This is an optimization exercise on Yosys and OpenROAD, whose aim is small area, a short achievable clock period and few clock cycles per item, not a production implementation. Only simulation tests tie the RTL to the original design; equivalence was not proved. Power and IR drop assume default switching activity.

$ cat design/flow/design.v
package lsra_pkg;
  localparam int MAX_REGS_DEF = 16;
  localparam int VAR_W      = 16;
  localparam int POINT_W    = 16;
  localparam int SLOT_W     = 16;
  localparam int REG_IDX_W  = 4;
  localparam int NUM_REGS_W = 5;
  localparam int CFG_AW = 3;
  localparam int CFG_DW = 32;
  localparam logic [NUM_REGS_W-1:0] NUM_REGS_RST = NUM_REGS_W'(16);
  localparam logic [SLOT_W-1:0]     SLOT_MAX     = '1;
  typedef enum logic [CFG_AW-3:0] {
    REG_NUM_REGS = 1'b0
  } cfg_reg_t;
  typedef struct packed {
    logic [VAR_W-1:0]     out_var;
    logic                 spilled;
    logic [REG_IDX_W-1:0] reg_index;
    logic [SLOT_W-1:0]    stack_slot;
    logic                 last;
  } result_t;
endpackage
module lsra_cfg (
  input  logic                                 clk,
  input  logic                                 rst_n,
  input  logic                                 psel,
  input  logic                                 penable,
  input  logic                                 pwrite,
  input  logic [lsra_pkg::CFG_AW-1:0]          paddr,
  input  logic [lsra_pkg::CFG_DW-1:0]          pwdata,
  output logic [lsra_pkg::CFG_DW-1:0]          prdata,
  output logic                                 pready,
  output logic [lsra_pkg::NUM_REGS_W-1:0]      num_regs
);
  logic [lsra_pkg::NUM_REGS_W-1:0] num_regs_r;
  logic [lsra_pkg::NUM_REGS_W-1:0] num_regs_nxt;
  logic [lsra_pkg::CFG_AW-3:0]     word;
  logic                            wr_en;
  assign pready   = 1'b1;
  assign word     = paddr[lsra_pkg::CFG_AW-1:2];
  assign wr_en    = psel & penable & pwrite;
  assign num_regs = num_regs_r;
  always_comb begin
    num_regs_nxt = num_regs_r;
    if (wr_en && (word == lsra_pkg::REG_NUM_REGS)) begin
      num_regs_nxt = pwdata[lsra_pkg::NUM_REGS_W-1:0];
    end
  end
  always_ff @(posedge clk) begin
    if (!rst_n) begin
      num_regs_r <= lsra_pkg::NUM_REGS_RST;
    end else begin
      num_regs_r <= num_regs_nxt;
    end
  end
  always_comb begin
    unique case (word)
      lsra_pkg::REG_NUM_REGS: prdata = lsra_pkg::CFG_DW'(num_regs_r);
      default:                prdata = '0;
    endcase
  end
endmodule
module lsra_ctrl #(
  parameter int MAX_REGS = lsra_pkg::MAX_REGS_DEF
) (
  input  logic                            clk,
  input  logic                            rst_n,
  input  logic [lsra_pkg::NUM_REGS_W-1:0] num_regs,
  input  logic                            in_valid,
  output logic                            in_ready,
  input  logic [lsra_pkg::VAR_W-1:0]      in_var_id,
  input  logic [lsra_pkg::POINT_W-1:0]    in_start_point,
  input  logic [lsra_pkg::POINT_W-1:0]    in_end_point,
  output logic                            out_valid,
  input  logic                            out_ready,
  output logic [lsra_pkg::VAR_W-1:0]      out_var,
  output logic                            out_spilled,
  output logic [lsra_pkg::REG_IDX_W-1:0]  out_reg_index,
  output logic [lsra_pkg::SLOT_W-1:0]     out_stack_slot,
  output logic                            out_last
);
  localparam int N   = 16;
  localparam int VW  = lsra_pkg::VAR_W;
  localparam int EPW = lsra_pkg::POINT_W;
  localparam int SW  = lsra_pkg::SLOT_W;
  logic           iv_r;
  logic [VW-1:0]  ivar_r;
  logic [EPW-1:0] istart_r;
  logic [EPW-1:0] iend_r;
  logic [N-1:0]   valid_r;
  logic [EPW-1:0] tend_r [N];
  logic [VW-1:0]  tvar_r [N];
  logic [3:0]     perm_r [N];
  logic [SW-1:0]  slot_r;
  logic [SW-1:0]  slot_inc;
  logic           pend2_r;
  logic           ov_r;
  logic [VW-1:0]  ovar_r;
  logic           osp_r;
  logic [3:0]     oreg_r;
  logic [SW-1:0]  oslot_r;
  logic           olast_r;
  logic           go;
  logic           emit2;
  logic           take;
  logic [N-1:0]   gts, gte, vexp, avail, below, gq, rg_oh;
  logic           grant, steal, spill;
  logic [3:0]     rg, top;
  logic [4:0]     q;
  logic [VW-1:0]  top_var;
  assign slot_inc = (slot_r == lsra_pkg::SLOT_MAX) ? slot_r : slot_r + 1'b1;
  assign go       = iv_r & ~pend2_r & (~ov_r | out_ready);
  assign emit2    = pend2_r & (~ov_r | out_ready);
  assign in_ready = ~iv_r | go;
  assign take     = in_valid & in_ready;
  assign top = perm_r[0];
  always_comb begin
    for (int r = 0; r < N; r++) begin
      gts[r]   = tend_r[r] > istart_r;
      gte[r]   = tend_r[r] > iend_r;
      below[r] = 5'(r) < num_regs;
    end
  end
  assign vexp  = valid_r & gts;
  assign avail = ~vexp & below;
  assign rg_oh = avail & (~avail + 1'b1);
  assign grant = |avail;
  assign steal = ~grant & vexp[top] & gte[top];
  assign spill = ~grant & ~steal;
  assign gq    = vexp & gte;
  always_comb begin
    rg = '0;
    for (int r = N - 1; r >= 0; r--) begin
      if (avail[r]) rg = 4'(r);
    end
  end
  always_comb begin
    q = '0;
    for (int r = 0; r < N; r++) q = q + 5'(gq[r]);
  end
  assign top_var = tvar_r[oreg_r];
  always_ff @(posedge clk) begin
    if (!rst_n) begin
      iv_r    <= 1'b0;
      valid_r <= '0;
      slot_r  <= '0;
      pend2_r <= 1'b0;
      ov_r    <= 1'b0;
    end else begin
      if (take)    iv_r <= 1'b1;
      else if (go) iv_r <= 1'b0;
      if (go) begin
        valid_r <= vexp | rg_oh;
        pend2_r <= steal;
        ov_r    <= 1'b1;
        if (spill) slot_r <= slot_inc;
      end else if (emit2) begin
        pend2_r <= 1'b0;
        ov_r    <= 1'b1;
        slot_r  <= slot_inc;
      end else if (out_ready) begin
        ov_r    <= 1'b0;
      end
    end
  end
  always_ff @(posedge clk) begin
    if (take) begin
      ivar_r   <= in_var_id;
      istart_r <= in_start_point;
      iend_r   <= in_end_point;
    end
    if (go) begin
      ovar_r <= ivar_r;
      osp_r  <= spill;
      oreg_r <= grant ? rg : (steal ? top : 4'd0);
      oslot_r <= spill ? slot_r : '0;
      olast_r <= ~steal;
    end else if (emit2) begin
      ovar_r  <= top_var;
      osp_r   <= 1'b1;
      oreg_r  <= 4'd0;
      oslot_r <= slot_r;
      olast_r <= 1'b1;
    end
  end
  always_ff @(posedge clk) begin
    for (int r = 0; r < N; r++) begin
      if (go && (rg_oh[r] || (steal && top == 4'(r)))) tend_r[r] <= iend_r;
      if (go && rg_oh[r]) tvar_r[r] <= ivar_r;
      else if (emit2 && oreg_r == 4'(r)) tvar_r[r] <= ovar_r;
    end
    if (go) begin
      for (int i = 0; i < N; i++) begin
        if (grant) begin
          if (5'(i) == q)     perm_r[i] <= rg;
          else if (5'(i) > q) perm_r[i] <= perm_r[(i + N - 1) % N];
        end else if (steal) begin
          if (5'(i) + 5'd1 == q)    perm_r[i] <= top;
          else if (5'(i) + 5'd1 < q) perm_r[i] <= perm_r[(i + 1) % N];
        end
      end
    end
  end
  assign out_valid      = ov_r;
  assign out_var        = ovar_r;
  assign out_spilled    = osp_r;
  assign out_reg_index  = oreg_r;
  assign out_stack_slot = oslot_r;
  assign out_last       = olast_r;
endmodule
module linear_scan_register_allocator_unit #(
  parameter int MAX_REGS = lsra_pkg::MAX_REGS_DEF
) (
  input  logic                        clk,
  input  logic                        rst_n,
  input  logic                        in_valid,
  output logic                        in_ready,
  input  logic [lsra_pkg::VAR_W-1:0]   in_var_id,
  input  logic [lsra_pkg::POINT_W-1:0] in_start_point,
  input  logic [lsra_pkg::POINT_W-1:0] in_end_point,
  output logic                        out_valid,
  input  logic                        out_ready,
  output logic [lsra_pkg::VAR_W-1:0]   out_var,
  output logic                        out_spilled,
  output logic [lsra_pkg::REG_IDX_W-1:0] out_reg_index,
  output logic [lsra_pkg::SLOT_W-1:0]  out_stack_slot,
  output logic                        out_last,
  input  logic                        psel,
  input  logic                        penable,
  input  logic                        pwrite,
  input  logic [lsra_pkg::CFG_AW-1:0] paddr,
  input  logic [lsra_pkg::CFG_DW-1:0] pwdata,
  output logic [lsra_pkg::CFG_DW-1:0] prdata,
  output logic                        pready
);
  logic [lsra_pkg::NUM_REGS_W-1:0] num_regs;
  lsra_cfg u_cfg (
    .clk      (clk),
    .rst_n    (rst_n),
    .psel     (psel),
    .penable  (penable),
    .pwrite   (pwrite),
    .paddr    (paddr),
    .pwdata   (pwdata),
    .prdata   (prdata),
    .pready   (pready),
    .num_regs (num_regs)
  );
  lsra_ctrl #(
    .MAX_REGS (MAX_REGS)
  ) u_ctrl (
    .clk      (clk),
    .rst_n    (rst_n),
    .num_regs (num_regs),
    .in_valid       (in_valid),
    .in_ready       (in_ready),
    .in_var_id      (in_var_id),
    .in_start_point (in_start_point),
    .in_end_point   (in_end_point),
    .out_valid      (out_valid),
    .out_ready      (out_ready),
    .out_var        (out_var),
    .out_spilled    (out_spilled),
    .out_reg_index  (out_reg_index),
    .out_stack_slot (out_stack_slot),
    .out_last       (out_last)
  );
endmodule
$ cat design/flow/run.sh
#!/bin/bash
# synth_recipe.tcl (not shown) runs the flow's synth.tcl, then flattens the netlist and writes it again
# the make line also repeats each setting of config.mk as NAME=value (left out here)
make -C /OpenROAD-flow-scripts/flow DESIGN_CONFIG=/design/flow/config.mk WORK_HOME=/design/flow/orfs CLKGATE_MAP_FILE= SYNTH_SCRIPT=/design/flow/synth_recipe.tcl finish
$ cat design/flow/config.mk
export PLATFORM = sky130hd
export DESIGN_NAME = linear_scan_register_allocator_unit
export DESIGN_NICKNAME = linear_scan_register_allocator_unit
export VERILOG_FILES = /design/flow/design.v
export SDC_FILE = /design/flow/constraint.sdc
export NUM_CORES = 4
export LEC_CHECK = 0
export CAP_MARGIN = 20
export CORE_MARGIN = 2
export CORE_UTILIZATION = 40
export SLEW_MARGIN = 20
$ cat design/flow/constraint.sdc
create_clock -name core_clock -period 8.0 [get_ports {clk}]
set_input_delay 1.6000 -clock core_clock [delete_from_list [all_inputs] [get_ports {clk}]]
set_output_delay 1.6000 -clock core_clock [all_outputs]
set_load 0.01 [all_outputs]
==> flow_summary.toml, run 1 <==
[finish]
nFillCells = 9488
final_cells = 5183
layout.nets = 4354
area.growth.synth_to_final_pct = 15.23
drive_gt1_frac = 0.1662
finish.utilization = 0.4650

[grt]
grt_start_max_net_pins = 62
grt_pass1_vias = 30264
antenna_found_initial = 1
grt-ovfl-total = 0
grt_first_pass_wirelength_um = 198800
grt.total_usage = 0.2506

[sta]
fin_crit_ns = 7.484
setup_viol = 0
fin_ws_ns = 0.5159
maxSlewHeadroom = 0.2260
finalCritPeriodShare = 0.9355
rsz0062_at_grt = "no"
whs_ns = 0.4851
tightest_slew_ns = 1.161
fin_setup_tns_ns = 0
skew_ns = 0.04453
drv_slew = 0
fmax_ghz = 0.1336
hold_viol = 0

[yosys]
synth_cell_types = 95
synth.area.top_cells = "edfxtp_1, ha_1, mux2_2"
syn_area_mm2 = 0.04183
synthArstFlopShare = 0
synth_cells = 3515
ys.warnings.count = 5
synth_ff_type = "edfxtp_1"
synth_area_per_cell_um2 = 11.90
ys_seq_area_frac = 0.4944
synth_area_leader_cell = "edfxtp_1"
synth_edf_count = 662
ys_ff_latch = 702
netlist.area_leader.share = 0.4753

[cts]
clock_sinks = 702
cts_buffers = 80
clkLatencyLatePin_ns = 0.67
cts_max_level = 3
cts_setup_buffers = 0
cts_buffer_depth = 3
cts_resized = 0
cts_tree = "done"
ctsHoldBuffers = 0
root_buffer = "clkbuf_16"
clkSlewWorstSetupHoldPaths_ns = 0.06

[hold_path]
hold_path_class = "reg2reg"

[power]
swShare = 0.2552
p_int_mw = 6.737
power_switching_mw = 2.308
clock_power_share = 0.425
leakagePower_nw = 18.34
ir_drop_mv = 0.1743
power_density_mw_per_mm2 = 187.7
p_comb_frac = 0.109
seqPwrFrac = 0.467

[drt]
wirelength_um = 137200
drt-initial-drc-count = 3159
vias = 31294
avgViaCountPerCell = 6.038
drc = 0
wl_per_cell_um = 26.47
drtPass1Iterations = 6
drtAntennaViolNets = 0

[place]
io_buffers = 105
placedCellCount = 5034
place_congestion = 0.9234
dp_slack_ns = 0.5633
hpwl_um = 90440

[critical_path]
cp_max_fo = 10
worstPathRequired_ns = 8.40
crit_arrival_ns = 7.88
end_kind = "register"
r2r_slack_ns = 0.52
worstSetupPathType = "reg2reg"
worstSetupStartpointType = "register"
max_stage_delay_ns = 0.57
crit_path_frequent_cell = "fa_1"
crit_slowest_cell = "a221oi_1"

[flow_run]
maxCapViolCount = 0

[floorplan]
die_y_um = 327.4
core_mm2 = 0.1036
die-width_um = 327.4
start_util = 0.4036
ios = 163
dieArea_mm2 = 0.1072
rows = 118

[run_status]
status = "no timing/DRC/antenna violations"
==> logic make-up (layout without fill, tap and decap cells) <==
| kind of cell | after synthesis | after routing | share of synthesized area |
|---|---|---|---|
| and+or+nand+nor | 912 | 912 | 0.1104 |
| AOI/OAI and AO/OA | 806 | 806 | 0.1268 |
| DFF | 702 | 702 | 0.4944 |
| adders and majority gates | 528 | 528 | 0.1597 |
| muxes | 290 | 290 | 0.07774 |
| buffers and inverters | 257 | 518 | 0.02695 |
| xor gates and xnor gates | 18 | 18 | 0.003769 |
| other | 2 | 29 | 0.0001795 |
==> registers in the layout (all words and copies together) (netlist names), 4 cells and up <==
name	cells
u_ctrl.ivar_r	16
u_ctrl.tvar_r	256
u_ctrl.oreg_r	4
u_ctrl.istart_r	16
u_ctrl.valid_r	16
u_ctrl.iend_r	16
u_ctrl.oslot_r	16
u_ctrl.tend_r	256
u_ctrl.perm_r	64
u_ctrl.slot_r	16
u_cfg.num_regs_r	5
u_ctrl.ovar_r	16
==> layer usage <==
metal / routed length (µm) / GRT usage / part of all wire
met5: 13 / 0 / 0.000095
met4: 6016 / 0.1085 / 0.044
met3: 11880 / 0.04093 / 0.087
met2: 61340 / 0.3904 / 0.45
met1: 57950 / 0.3447 / 0.42
==> final cells by class <==
class	count	area (µm²)	share of cell area
clock inverter	54	611.8	0.01269
timing repair buffer	279	2370	0.04917
multi-input combinational	2582	20350	0.4222
clock buffer	94	2115	0.04387
sequential	702	20680	0.4291
antenna	1	2.502	0.00005192
inverter	91	341.6	0.007087
tap	1380	1727	0.03583
==> worst max-delay path: cells and delay by family (launching register included) <==
kind            cells  cell delay (ns)
flops               1             0.40
fa+ha+maj           8             3.32
buf+inv             7             1.07
compound gates      7             1.59
simple gates        6             0.82
==> cell usage in the layout (no fill, tap or decap), types with 12 or more instances in the layout <==
master and n:
a211oi_1 39, a21o_1 46, a21oi_1 265, a221oi_1 25
a22o_1 14, a22oi_1 83, a31oi_1 57, and2_1 23
and3_1 34, buf_4 173, clkbuf_16 80, clkdlybuf4s50_1 105
clkinv_1 19, clkinv_2 14, conb_1 28, dfxtp_1 40
edfxtp_1 662, ha_1 518, inv_1 90, mux2_2 250
mux2i_1 32, nand2_1 275, nand2b_1 32, nand3_1 105
nand4_1 120, nor2_1 179, nor2b_1 31, nor3_1 12
nor4_1 14, o211ai_1 38, o21ai_0 84, o22ai_1 25
o31ai_1 13, or2_2 12, xnor2_1 16
==> worst paths after layout <==
check	startpoint	end	cells past startpoint
setup reg to reg	u_ctrl.iend_r[6]$_DFFE_PP_	u_ctrl.perm_r[5][1]$_DFFE_PP_	28
hold reg to reg	u_ctrl.slot_r[10]$_SDFFE_PN0P_	u_ctrl.slot_r[10]$_SDFFE_PN0P_	2
setup / recovery	u_ctrl.iend_r[6]$_DFFE_PP_	u_ctrl.perm_r[5][1]$_DFFE_PP_	28
hold / removal	u_ctrl.slot_r[10]$_SDFFE_PN0P_	u_ctrl.slot_r[10]$_SDFFE_PN0P_	2
==> power by group through the flow <==
stage | clock network [mW] | logic, mW | registers [mW]
2_1_floorplan | 0 | 0.594 | 4.25
3_3_place_gp | 0 | 0.943 | 4.29
3_5_place_dp | 0 | 0.963 | 4.29
4_1_cts | 3.91 | 0.969 | 4.22
5_1_grt | 4.04 | 1.07 | 4.23
6_report | 3.84 | 0.983 | 4.22
==> cells in the mapped netlist, types with 38 or more instances <==
| cell type | count |
|---|---|
| edfxtp_1 | 662 |
| ha_1 | 518 |
| nand2_1 | 275 |
| a21oi_1 | 265 |
| mux2_2 | 250 |
| nor2_1 | 181 |
| nand4_1 | 120 |
| clkbuf_1 | 108 |
| nand3_1 | 106 |
| o21ai_0 | 93 |
| inv_1 | 90 |
| a22oi_1 | 83 |
| a31oi_1 | 57 |
| a21o_1 | 46 |
| dfxtp_1 | 40 |
| a211oi_1 | 39 |
| o211ai_1 | 38 |
==> metrics by stage <==
stage                     power (mW)  cell area, µm²
final                          9.045           48200
after CTS                      9.092           48190
after global routing           9.341           48190
after global placement         5.236           45460
after detailed placement       5.257           45460
after floorplan                4.845           41930
Testbench counts, summed over its fixed seeds: cycles 14,304, items 12,000.
==> run 2: changes to the inputs <==
--- a/design/flow/config.mk
+++ b/design/flow/config.mk
@@ -6,4 +6,5 @@
 export NUM_CORES = 4
 export LEC_CHECK = 0
+export ABC_CLOCK_PERIOD_IN_PS = 3000
 export CAP_MARGIN = 20
 export CORE_MARGIN = 2
==> flow_summary.toml, run 2 <==
[finish]
final_cells = 5183
finish.utilization = 0.4650
layout_common_cells = "edfxtp_1, ha_1, nand2_1"
nFillCells = 9488
final_common_cell = "edfxtp_1"
drive_gt1_frac = 0.1662
layout.nets = 4354
area.growth.synth_to_final_pct = 15.23
design_area_mm2 = 0.04820
top_regs = "u_ctrl.tend_r x256, u_ctrl.tvar_r x256, u_ctrl.perm_r x64"

[floorplan]
die_y_um = 327.4
rows = 118
die-width_um = 327.4
core_mm2 = 0.1036
dieArea_mm2 = 0.1072
start_util = 0.4036
ios = 163

[yosys]
synth_common_cells = "edfxtp_1, ha_1, nand2_1, a21oi_1, mux2_2"
ys_seq_area_frac = 0.4944
synth_edf_count = 662
synth_area_per_cell_um2 = 11.90
synthArstFlopShare = 0
ys_ff_latch = 702
ys.warnings.count = 5
netlist.area_leader.share = 0.4753
synth_cells = 3515
synth.area.top_cells = "edfxtp_1, ha_1, mux2_2"
synth_cell_types = 95
syn_area_mm2 = 0.04183
synth_ff_type = "edfxtp_1"
synthMostInstantiatedCell = "edfxtp_1"
synth_area_leader_cell = "edfxtp_1"

[cts]
cts_resized = 0
cts_buffers = 80
root_buffer = "clkbuf_16"
cts_buffer_depth = 3
clkLatencyLatePin_ns = 0.67
cts_setup_buffers = 0
clkSlewWorstSetupHoldPaths_ns = 0.06
cts_max_level = 3
ctsHoldBuffers = 0
clock_sinks = 702
cts_tree = "done"

[place]
placedCellCount = 5034
place_congestion = 0.9234
dp_slack_ns = 0.5633
io_buffers = 105
placed_area_mm2 = 0.04546
hpwl_um = 90440

[sta]
fin_crit_ns = 7.484
fmax_ghz = 0.1336
whs_ns = 0.4851
finalCritPeriodShare = 0.9355
setup_viol = 0
fin_setup_tns_ns = 0
maxSlewHeadroom = 0.2260
hold_viol = 0
skew_ns = 0.04453
rsz0062_at_grt = "no"
drv_slew = 0
tightest_slew_ns = 1.161
fin_ws_ns = 0.5159

[critical_path]
rr_endpoint = "u_ctrl.perm_r[5][1]$_DFFE_PP_"
worstSetupStartpointType = "register"
max_stage_delay_ns = 0.57
r2r_slack_ns = 0.52
worstSetupPathType = "reg2reg"
rr_worst_depth = 28
cp_max_fo = 10
crit_arrival_ns = 7.88
crit_path_frequent_cell = "fa_1"
worstReg2RegStart = "u_ctrl.iend_r[6]$_DFFE_PP_"
end_kind = "register"
crit_slowest_cell = "a221oi_1"
worstPathRequired_ns = 8.40

[power]
ir_drop_mv = 0.1743
leakagePower_nw = 18.34
power_mw = 9.045
power_density_mw_per_mm2 = 187.7

[drt]
vias = 31294
drc = 0
avgViaCountPerCell = 6.038
drt-initial-drc-count = 3159
wl_per_cell_um = 26.47
drtPass1Iterations = 6
wirelength_um = 137200
drtAntennaViolNets = 0

[grt]
grt-ovfl-total = 0
grt_start_max_net_pins = 62
grt_first_pass_wirelength_um = 198800
antenna_found_initial = 1
grt_pass1_vias = 30264
grt.total_usage = 0.2506

[hold_path]
hold_path_class = "reg2reg"
hold_start = "u_ctrl.slot_r[10]$_SDFFE_PN0P_"
worstHoldEndpoint = "u_ctrl.slot_r[10]$_SDFFE_PN0P_"
whs_path_depth = 2

[run_status]
status = "no timing/DRC/antenna violations"

[flow_run]
maxCapViolCount = 0
-- run 2: cell counts after synthesis --
No cell type changed its count.
-- run 2: cells by family after synthesis --
group,synth area share
XOR/XNOR,0.003769
multiplexers,0.07774
flip-flops,0.4944
AND/OR/NAND/NOR,0.1104
buffers and inverters,0.02695
other,0.0001795
adder cells (fa/ha/maj),0.1597
AO/OA/AOI/OAI,0.1268
-- run 2: area by class of cell --
cell class	instances	area, µm²	area share
tap	1380	1727	0.03583
multi-input combinational	2582	20350	0.4222
inverter	91	341.6	0.007087
clock inverter	54	611.8	0.01269
timing repair buffer	279	2370	0.04917
clock buffer	94	2115	0.04387
antenna	1	2.502	0.00005192
sequential	702	20680	0.4291
-- run 2: worst max-delay path by stage --
stage	start	end	slack (ns)	cells after the start
2_1_floorplan	u_ctrl.iend_r[14]$_DFFE_PP_	u_ctrl.perm_r[5][1]$_DFFE_PP_	0.61	27
3_3_place_gp	u_ctrl.iend_r[14]$_DFFE_PP_	u_ctrl.perm_r[5][1]$_DFFE_PP_	0.61	27
3_5_place_dp	u_ctrl.iend_r[14]$_DFFE_PP_	u_ctrl.perm_r[12][3]$_DFFE_PP_	0.56	24
4_1_cts	u_ctrl.istart_r[14]$_DFFE_PP_	u_ctrl.perm_r[12][3]$_DFFE_PP_	0.55	25
5_1_grt	u_ctrl.iend_r[6]$_DFFE_PP_	u_ctrl.perm_r[5][1]$_DFFE_PP_	0.17	28
6_report	u_ctrl.iend_r[6]$_DFFE_PP_	u_ctrl.perm_r[5][1]$_DFFE_PP_	0.52	28
-- run 2: worst max-delay path, delay by kind of cell, from the launching register on --
kind / cells / cell delay (ns)
buf+inv: 7 / 1.07
compound gates: 7 / 1.59
flops: 1 / 0.40
simple gates: 6 / 0.82
fa+ha+maj: 8 / 3.32
-- run 2: metal layers --
layer  part of all wire  GRT usage  up-vias
li1                   -          -    14171
met1               0.42     0.3447    15315
met2               0.45     0.3904     1527
met3              0.087    0.04093      279
met4              0.044     0.1085        2
met5           0.000095          0        -
-- run 2: report_power, final --
group | leakage (nW) | switching, mW | internal (mW) | total (mW)
combinational | 10.6 | 0.601 | 0.382 | 0.983
sequential | 6.37 | 0.0983 | 4.12 | 4.22
clock | 1.33 | 1.61 | 2.23 | 3.84

-- static timing again, ports no longer ideal --
The results above use ideal ports. As a check the final layouts listed here were re-extracted and re-timed, cells and wires unchanged. Step 1, drivers: a clkbuf_16 drives clk and a buf_2 each remaining input, both assumed. Step 2 also shifts input and output timing later by t, the mid clock arrival at the registers, as if the neighbouring blocks saw the same clock. a / b / c = ideal ports / drivers / drivers and shift; a / b = the first two.
run | shift t [ns] | setup slack, ns | worst hold slack (ns) | worst slew at a driven data input, ns
run 1 | 0.726 | 0.516 / 0.516 / 0.516 | 0.485 / 0.485 / 0.485 | 0.07
run 2 | 0.726 | 0.516 / 0.516 / 0.516 | 0.485 / 0.485 / 0.485 | 0.07
After both steps every run listed still meets setup and hold.
